This design comes from an exercise in tuning for small area, a short achievable clock period and few clock cycles per item on the open sky130 flow, not from production work. RTL that was checked went through simulation tests only; none was proved equivalent to the original.

== v9 ==
==> flow/design.v <==
package skf_pkg;
  localparam int unsigned DataW   = 32;
  localparam int unsigned CfgIdxW = 1;
  localparam logic [DataW-1:0] ProcessNoiseRst     = 32'd655;
  localparam logic [DataW-1:0] MeasurementNoiseRst = 32'd6554;
endpackage
module scalar_kalman_filter #(
  parameter int unsigned FRAC_BITS = 16
) (
  input  logic        clk_i,
  input  logic        rst_ni,
  input  logic        cfg_valid_i,
  output logic        cfg_ready_o,
  input  logic [0:0]  cfg_index_i,
  input  logic [31:0] cfg_data_i,
  input  logic        s_axis_tvalid,
  output logic        s_axis_tready,
  input  logic [31:0] s_axis_tdata,
  input  logic        s_axis_tuser,
  output logic        m_axis_tvalid,
  input  logic        m_axis_tready,
  output logic [31:0] m_axis_tdata
);
  localparam logic [32:0] RsRst = {1'b0, skf_pkg::MeasurementNoiseRst} + 33'h0_FFFF_FFFF;
  logic        prep_q, div_q, last_q, s2_q, hor;
  logic        prep_d, div_d, last_d;
  logic [2:0]  cnt_q;
  logic        tready_q, out_valid_q, primed_q, pone_q, pass_q, rz_q, force_q;
  logic [31:0] q_q;
  logic [32:0] rs_q;
  logic [32:0] zd_q;
  logic [31:0] pp_q;
  logic [32:0] den_q;
  logic [33:0] rem_q;
  logic        bh_q;
  logic [47:0] accp_q, accx_q;
  logic        stall, take, bhi, blo, s1, s2, sat;
  logic [31:0] p_cur, x_cur, pp_now;
  logic [33:0] ca, cb, cc, cand_sub, cand_add, rem1;
  logic        cci1, cci2;
  logic [47:0] xa, xb, xc, xs, pa, pb, pc, ps;
  logic        xcin, pcin1, pcin2;
  assign cfg_ready_o   = 1'b1;
  assign s_axis_tready = tready_q;
  assign m_axis_tvalid = out_valid_q;
  assign m_axis_tdata  = accx_q[47:16];
  assign stall = out_valid_q && !m_axis_tready;
  assign take  = tready_q && s_axis_tvalid;
  assign p_cur = pone_q ? 32'h0001_0000 : accp_q[47:16];
  assign x_cur = accx_q[47:16];
  assign hor   = (div_q && (cnt_q != 3'd0)) || last_q;
  assign s1 = !rem_q[33];
  skf_csadd #(.W(34)) u_step1 (
    .a_i({rem_q[32:0], 1'b0}), .b_i({1'b0, den_q} ^ {34{s1}}), .c_i(34'd0),
    .ci1_i(1'b0), .ci2_i(s1), .s_o(rem1)
  );
  assign s2 = !rem1[33];
  always_comb begin
    if (prep_q) begin
      ca   = {2'b11, p_cur};
      cb   = {2'b00, q_q};
      cc   = {1'b0, rs_q};
      cci1 = 1'b0;
      cci2 = 1'b1;
    end else begin
      ca   = {rem_q[31:0], 2'b00};
      cb   = {den_q, 1'b0} ^ {34{s1}};
      cc   = ~{1'b0, den_q};
      cci1 = s1;
      cci2 = 1'b1;
    end
  end
  skf_csadd #(.W(34)) u_sub (
    .a_i(ca), .b_i(cb), .c_i(cc), .ci1_i(cci1), .ci2_i(cci2), .s_o(cand_sub)
  );
  skf_csadd #(.W(34)) u_add (
    .a_i({rem_q[31:0], 2'b00}), .b_i({den_q, 1'b0} ^ {34{s1}}), .c_i({1'b0, den_q}),
    .ci1_i(s1), .ci2_i(1'b0), .s_o(cand_add)
  );
  assign bhi = bh_q && !force_q;
  assign blo = !rem_q[33] && !force_q;
  always_comb begin
    xcin = 1'b0;
    xc   = 48'd0;
    if (prep_q) begin
      xa   = {{15{zd_q[32]}}, zd_q};
      xb   = ~{{16{x_cur[31]}}, x_cur};
      xcin = 1'b1;
    end else begin
      xa = s2_q ? {{14{x_cur[31]}}, x_cur, 2'b00} : {accx_q[45:0], 2'b00};
      xb = (s2_q && force_q) ? {{13{zd_q[32]}}, zd_q, 2'b00}
         : (bhi ? {{14{zd_q[32]}}, zd_q, 1'b0} : 48'd0);
      xc = blo ? {{15{zd_q[32]}}, zd_q} : 48'd0;
    end
  end
  skf_csadd #(.W(48)) u_xadd (
    .a_i(xa), .b_i(xb), .c_i(xc), .ci1_i(1'b0), .ci2_i(xcin), .s_o(xs)
  );
  always_comb begin
    pc    = 48'd0;
    pcin1 = 1'b0;
    pcin2 = 1'b0;
    if (prep_q) begin
      pa = {16'd0, p_cur};
      pb = {16'd0, q_q};
    end else begin
      pa    = s2_q ? (rz_q ? 48'd0 : {14'd0, pp_q, 2'b00}) : {accp_q[45:0], 2'b00};
      pb    = bhi ? ~{15'd0, pp_q, 1'b0} : 48'd0;
      pc    = blo ? ~{16'd0, pp_q} : 48'd0;
      pcin1 = bhi;
      pcin2 = blo;
    end
  end
  skf_csadd #(.W(48)) u_padd (
    .a_i(pa), .b_i(pb), .c_i(pc), .ci1_i(pcin1), .ci2_i(pcin2), .s_o(ps)
  );
  assign sat    = ps[32];
  assign pp_now = sat ? 32'hFFFF_FFFF : ps[31:0];
  assign prep_d = (take && !s_axis_tuser) || (prep_q && stall);
  assign div_d  = (prep_q && !stall) || (div_q && (cnt_q != 3'd7));
  assign last_d = div_q && (cnt_q == 3'd7);
  always_ff @(posedge clk_i or negedge rst_ni) begin
    if (!rst_ni) begin
      prep_q      <= 1'b0;
      div_q       <= 1'b0;
      last_q      <= 1'b0;
      s2_q        <= 1'b0;
      cnt_q       <= 3'd0;
      tready_q    <= 1'b1;
      out_valid_q <= 1'b0;
      primed_q    <= 1'b0;
      pone_q      <= 1'b1;
      pass_q      <= 1'b0;
      rz_q        <= 1'b0;
      force_q     <= 1'b0;
      q_q         <= skf_pkg::ProcessNoiseRst;
      rs_q        <= RsRst;
    end else begin
      prep_q   <= prep_d;
      div_q    <= div_d;
      last_q   <= last_d;
      s2_q     <= div_q && (cnt_q == 3'd0);
      tready_q <= !prep_d && !div_d;
      cnt_q    <= div_q ? cnt_q + 3'd1 : 3'd0;
      if (cfg_valid_i) begin
        if (cfg_index_i[0]) begin
          rs_q <= {1'b0, cfg_data_i} + 33'h0_FFFF_FFFF;
          rz_q <= (cfg_data_i == 32'd0);
        end else begin
          q_q <= cfg_data_i;
        end
      end
      if (last_q)              out_valid_q <= 1'b1;
      else if (m_axis_tready)  out_valid_q <= 1'b0;
      if (take) begin
        if (s_axis_tuser) begin
          primed_q <= 1'b0;
          pone_q   <= 1'b1;
        end else begin
          primed_q <= 1'b1;
          pass_q   <= !primed_q;
          force_q  <= !primed_q || rz_q;
        end
      end
      if (prep_q && !stall && !pass_q) pone_q <= 1'b0;
    end
  end
  always_ff @(posedge clk_i) begin
    bh_q <= s2;
    if (prep_q) begin
      rem_q <= {2'b00, pp_now};
      den_q <= sat ? rs_q : cand_sub[32:0];
      pp_q  <= pp_now;
    end else begin
      rem_q <= s2 ? cand_sub : cand_add;
    end
    if (tready_q) zd_q <= {s_axis_tdata[31], s_axis_tdata};
    else if (prep_q && !stall) zd_q <= xs[32:0];
    if (hor) begin
      accx_q <= xs;
      if (!pass_q) accp_q <= ps;
    end
  end
endmodule
module skf_csadd #(
  parameter int unsigned W = 32
) (
  input  logic [W-1:0] a_i,
  input  logic [W-1:0] b_i,
  input  logic [W-1:0] c_i,
  input  logic         ci1_i,
  input  logic         ci2_i,
  output logic [W-1:0] s_o
);
  logic [W-1:0] x, y;
  assign x = a_i ^ b_i ^ c_i;
  assign y = {(a_i[W-2:0] & b_i[W-2:0]) | (a_i[W-2:0] & c_i[W-2:0]) |
              (b_i[W-2:0] & c_i[W-2:0]), ci1_i};
  assign s_o = x + y + {{(W-1){1'b0}}, ci2_i};
endmodule
Settings: LEC_CHECK=0, CAP_MARGIN=20, CORE_MARGIN=2, CORE_UTILIZATION=40, SETUP_SLACK_MARGIN=5, SLEW_MARGIN=20; clock period 11.0 ns.
run.sh (not shown) runs the stock make flow with config.mk's settings and CLKGATE_MAP_FILE= SYNTH_SCRIPT=/design/flow/synth_recipe.tcl, a recipe that flattens the netlist after the stock synthesis.
## Diff of input files: v23 against v9
==> flow/design.v, changed modules only <==
module skf_csadd #(
  parameter int unsigned W = 32
) (
  input  logic [W-1:0] a_i,
  input  logic [W-1:0] b_i,
  input  logic [W-1:0] c_i,
  input  logic         ci1_i,
  input  logic         ci2_i,
  output logic [W-1:0] s_o
);
  logic [W-1:0] x, y;
  logic [W:0]   g, p;
  assign x = a_i ^ b_i ^ c_i;
  assign y = {(a_i[W-2:0] & b_i[W-2:0]) | (a_i[W-2:0] & c_i[W-2:0]) |
              (b_i[W-2:0] & c_i[W-2:0]), ci1_i};
  always_comb begin
    g = {x & y, ci2_i};
    p = {x ^ y, 1'b0};
    for (int d = 1; d <= W; d = d * 2) begin
      for (int i = 2 * d - 1; i <= W; i = i + 2 * d) begin
        g[i] = g[i] | (p[i] & g[i - d]);
        p[i] = p[i] & p[i - d];
      end
    end
    for (int d = 64; d >= 1; d = d / 2) begin
      for (int i = 3 * d - 1; i <= W; i = i + 2 * d) begin
        g[i] = g[i] | (p[i] & g[i - d]);
        p[i] = p[i] & p[i - d];
      end
    end
  end
  assign s_o = x ^ y ^ g[W-1:0];
endmodule
==> summary.txt <==
- Cell at the slowest stage of the critical path = fa_1: v23; cell at the slowest stage of the critical path = a221oi_1: v9
- Fmax | v23 vs v9 | v23 faster
- Per the comparison of v23 with v9, shortest clock period the worst path allows after layout decreased by 0.035 ns relative to the old numbers.
- Compared with v9, v23 shows a higher number of cells on the critical path.
- Relative to v9, v23 improves worst-case setup margin in the final layout.
- v23 against v9; amount of wire on met3 after detailed routing is down by more than a quarter.
Testbench counts of v23, summed over its fixed seeds: cycles 16,016, items 1,600.
For v9, only the layout was checked, not whether the RTL still works.

* * *

Another version of the RTL of scalar_kalman_filter (not shown whole).
Size: roughly 310 flip-flops, ~110 I/O pins, about 25000 sq um of cells after synthesis.
==> module scalar_kalman_filter, before the edit <==
module scalar_kalman_filter #(
  parameter int unsigned FRAC_BITS = 16
) (
  input  logic        clk_i,
  input  logic        rst_ni,
  input  logic        cfg_valid_i,
  output logic        cfg_ready_o,
  input  logic [0:0]  cfg_index_i,
  input  logic [31:0] cfg_data_i,
  input  logic        s_axis_tvalid,
  output logic        s_axis_tready,
  input  logic [31:0] s_axis_tdata,
  input  logic        s_axis_tuser,
  output logic        m_axis_tvalid,
  input  logic        m_axis_tready,
  output logic [31:0] m_axis_tdata
);
  localparam logic [32:0] RsRst = {1'b0, skf_pkg::MeasurementNoiseRst} + 33'h0_FFFF_FFFF;
  logic        prep_q, div_q, last_q, s2_q, d1_q, hor;
  logic        prep_d, div_d, last_d;
  logic [2:0]  cnt_q;
  logic        tready_q, out_valid_q, primed_q, pone_q, pass_q, rz_q, force_q;
  logic [31:0] q_q;
  logic [32:0] rs_q;
  logic [32:0] zd_q;
  logic [31:0] pp_q;
  logic [32:0] den_q;
  logic [33:0] rem_q;
  logic        bh_q;
  logic [47:0] accp_q, accx_q;
  logic        stall, take, bhi, blo, s1, s2, sat;
  logic [31:0] p_cur, x_cur, pp_now;
  logic [33:0] rem1, rem2;
  logic [47:0] xa, xb, xc, xs, pa, pb, pc, ps;
  logic        xcin, pcin1, pcin2;
  assign cfg_ready_o   = 1'b1;
  assign s_axis_tready = tready_q;
  assign m_axis_tvalid = out_valid_q;
  assign m_axis_tdata  = accx_q[47:16];
  assign stall = out_valid_q && !m_axis_tready;
  assign take  = tready_q && s_axis_tvalid;
  assign p_cur = pone_q ? 32'h0001_0000 : accp_q[47:16];
  assign x_cur = accx_q[47:16];
  assign hor   = (div_q && (cnt_q != 3'd0)) || last_q;
  assign s1 = !rem_q[33];
  assign rem1 = (d1_q ? {1'b0, pp_q, 1'b0} : {rem_q[32:0], 1'b0}) + ({1'b0, den_q} ^ {34{s1}})
              + {33'd0, s1};
  assign s2   = !rem1[33];
  assign rem2 = {rem1[32:0], 1'b0} + ({1'b0, den_q} ^ {34{s2}}) + {33'd0, s2};
  assign bhi = bh_q && !force_q;
  assign blo = !rem_q[33] && !force_q;
  always_comb begin
    xcin = 1'b0;
    xc   = 48'd0;
    if (prep_q) begin
      xa   = {16'd0, p_cur};
      xb   = {16'd0, q_q};
    end else if (d1_q) begin
      xa   = {{15{zd_q[32]}}, zd_q};
      xb   = ~{{16{x_cur[31]}}, x_cur};
      xcin = 1'b1;
    end else begin
      xa = s2_q ? {{14{x_cur[31]}}, x_cur, 2'b00} : {accx_q[45:0], 2'b00};
      xb = (s2_q && force_q) ? {{13{zd_q[32]}}, zd_q, 2'b00}
         : (bhi ? {{14{zd_q[32]}}, zd_q, 1'b0} : 48'd0);
      xc = blo ? {{15{zd_q[32]}}, zd_q} : 48'd0;
    end
  end
  skf_csadd #(.W(48)) u_xadd (
    .a_i(xa), .b_i(xb), .c_i(xc), .ci1_i(1'b0), .ci2_i(xcin), .s_o(xs)
  );
  always_comb begin
    pc    = 48'd0;
    pcin1 = 1'b0;
    pcin2 = 1'b0;
    if (prep_q) begin
      pa    = {14'd0, 2'b11, p_cur};
      pb    = {16'd0, q_q};
      pc    = {15'd0, rs_q};
      pcin2 = 1'b1;
    end else begin
      pa    = s2_q ? (rz_q ? 48'd0 : {14'd0, pp_q, 2'b00}) : {accp_q[45:0], 2'b00};
      pb    = bhi ? ~{15'd0, pp_q, 1'b0} : 48'd0;
      pc    = blo ? ~{16'd0, pp_q} : 48'd0;
      pcin1 = bhi;
      pcin2 = blo;
    end
  end
  skf_csadd #(.W(48)) u_padd (
    .a_i(pa), .b_i(pb), .c_i(pc), .ci1_i(pcin1), .ci2_i(pcin2), .s_o(ps)
  );
  assign sat    = xs[32];
  assign pp_now = sat ? 32'hFFFF_FFFF : xs[31:0];
  assign prep_d = (take && !s_axis_tuser) || (prep_q && stall);
  assign div_d  = (prep_q && !stall) || (div_q && (cnt_q != 3'd7));
  assign last_d = div_q && (cnt_q == 3'd7);
  always_ff @(posedge clk_i or negedge rst_ni) begin
    if (!rst_ni) begin
      prep_q      <= 1'b0;
      div_q       <= 1'b0;
      last_q      <= 1'b0;
      s2_q        <= 1'b0;
      d1_q        <= 1'b0;
      cnt_q       <= 3'd0;
      tready_q    <= 1'b1;
      out_valid_q <= 1'b0;
      primed_q    <= 1'b0;
      pone_q      <= 1'b1;
      pass_q      <= 1'b0;
      rz_q        <= 1'b0;
      force_q     <= 1'b0;
      q_q         <= skf_pkg::ProcessNoiseRst;
      rs_q        <= RsRst;
    end else begin
      prep_q   <= prep_d;
      div_q    <= div_d;
      last_q   <= last_d;
      s2_q     <= div_q && (cnt_q == 3'd0);
      d1_q     <= prep_q && !stall;
      tready_q <= !prep_d && !div_d;
      cnt_q    <= div_q ? cnt_q + 3'd1 : 3'd0;
      if (cfg_valid_i) begin
        if (cfg_index_i[0]) begin
          rs_q <= {1'b0, cfg_data_i} + 33'h0_FFFF_FFFF;
          rz_q <= (cfg_data_i == 32'd0);
        end else begin
          q_q <= cfg_data_i;
        end
      end
      if (last_q)              out_valid_q <= 1'b1;
      else if (m_axis_tready)  out_valid_q <= 1'b0;
      if (take) begin
        if (s_axis_tuser) begin
          primed_q <= 1'b0;
          pone_q   <= 1'b1;
        end else begin
          primed_q <= 1'b1;
          pass_q   <= !primed_q;
          force_q  <= !primed_q || rz_q;
        end
      end
      if (prep_q && !stall && !pass_q) pone_q <= 1'b0;
    end
  end
  always_ff @(posedge clk_i) begin
    bh_q <= s2;
    rem_q <= {rem2[33] && !prep_q, rem2[32:0]};
    if (prep_q) begin
      den_q <= sat ? rs_q : ps[32:0];
      pp_q  <= pp_now;
    end
    if (tready_q) zd_q <= {s_axis_tdata[31], s_axis_tdata};
    else if (d1_q) zd_q <= xs[32:0];
    if (hor) begin
      accx_q <= xs;
      if (!pass_q) accp_q <= ps;
    end
  end
endmodule
clock: 11.0 ns
lec_check: 0
cap_margin: 20
core_margin: 2
core_utilization: 40
setup_slack_margin: 5
slew_margin: 20
Then changed:
--- a/flow/design.v
+++ b/flow/design.v
@@ -49,8 +49,7 @@
   assign x_cur = accx_q[47:16];
   assign hor   = (div_q && (cnt_q != 3'd0)) || last_q;
   assign s1 = !rem_q[33];
-  assign rem1 = (d1_q ? {1'b0, pp_q, 1'b0} : {rem_q[32:0], 1'b0}) + ({1'b0, den_q} ^ {34{s1}})
-              + {33'd0, s1};
+  assign rem1 = {rem_q[32:0], 1'b0} + ({1'b0, den_q} ^ {34{s1}}) + {33'd0, s1};
   assign s2   = !rem1[33];
   assign rem2 = {rem1[32:0], 1'b0} + ({1'b0, den_q} ^ {34{s2}}) + {33'd0, s2};
   assign bhi = bh_q && !force_q;
@@ -150,10 +149,12 @@
   end
   always_ff @(posedge clk_i) begin
     bh_q <= s2;
-    rem_q <= {rem2[33] && !prep_q, rem2[32:0]};
     if (prep_q) begin
+      rem_q <= {2'b00, pp_now};
       den_q <= sat ? rs_q : ps[32:0];
       pp_q  <= pp_now;
+    end else begin
+      rem_q <= rem2;
     end
     if (tready_q) zd_q <= {s_axis_tdata[31], s_axis_tdata};
     else if (d1_q) zd_q <= xs[32:0];
Effect: Routed wire length climbs by 3.0%; synthesized cell count increases by 0.58%; non-clock buffer count rises by 2; count of clock-buffer cells in the layout fell by 4; global-route usage climbs by 0.53 points; first-iteration DRC count went up by 0.92%; fmax is lower by 0.69%; via count is higher by 2.5%; synthesized area goes down by 0.94%; sequential cell count does not change; final area shrinks by 0.40%; die area drops by 0.92%.
Testbench counts after the change, summed over its fixed seeds: cycles 16,016, items 1,600.
The RTL of the first run of this note was laid out without a check of its function.

==> static timing again, ports no longer ideal <==
The flow's constraints put no driver on any port. The routed layouts listed below were extracted and timed again, unchanged, in two steps.
Step 1 sets driving cells, clkbuf_16 on the clock port and buf_2 on the other inputs (assumed; they add their load-dependent delay and slew).
Step 2 also shifts input and output timing later by t, the mid clock arrival at the registers, as if the neighbouring blocks saw the same clock.
Slacks: ideal / step 1 / step 2; pairs: ideal / step 1.
run | t, ns | slack for setup (ns) | worst hold slack (ns) | cell pins on the clock port's net
v9 | 0.641 | 5.286 / 5.286 / 5.092 | 0.468 / 0.468 / 0.468 | 1
v23 | 0.629 | 5.321 / 5.321 / 5.321 | 0.472 / 0.472 / 0.472 | 1
the first run of note 2 | 0.610 | 5.185 / 5.185 / 5.185 | 0.478 / 0.478 / 0.478 | 1
the second run of note 2 | 0.612 | 5.145 / 5.145 / 5.120 | 0.454 / 0.454 / 0.454 | 1
After both steps every run listed still meets setup and hold. The setup slack of v9, which loses most, moves by 0.000 ns with the drivers and by -0.194 ns with both steps.
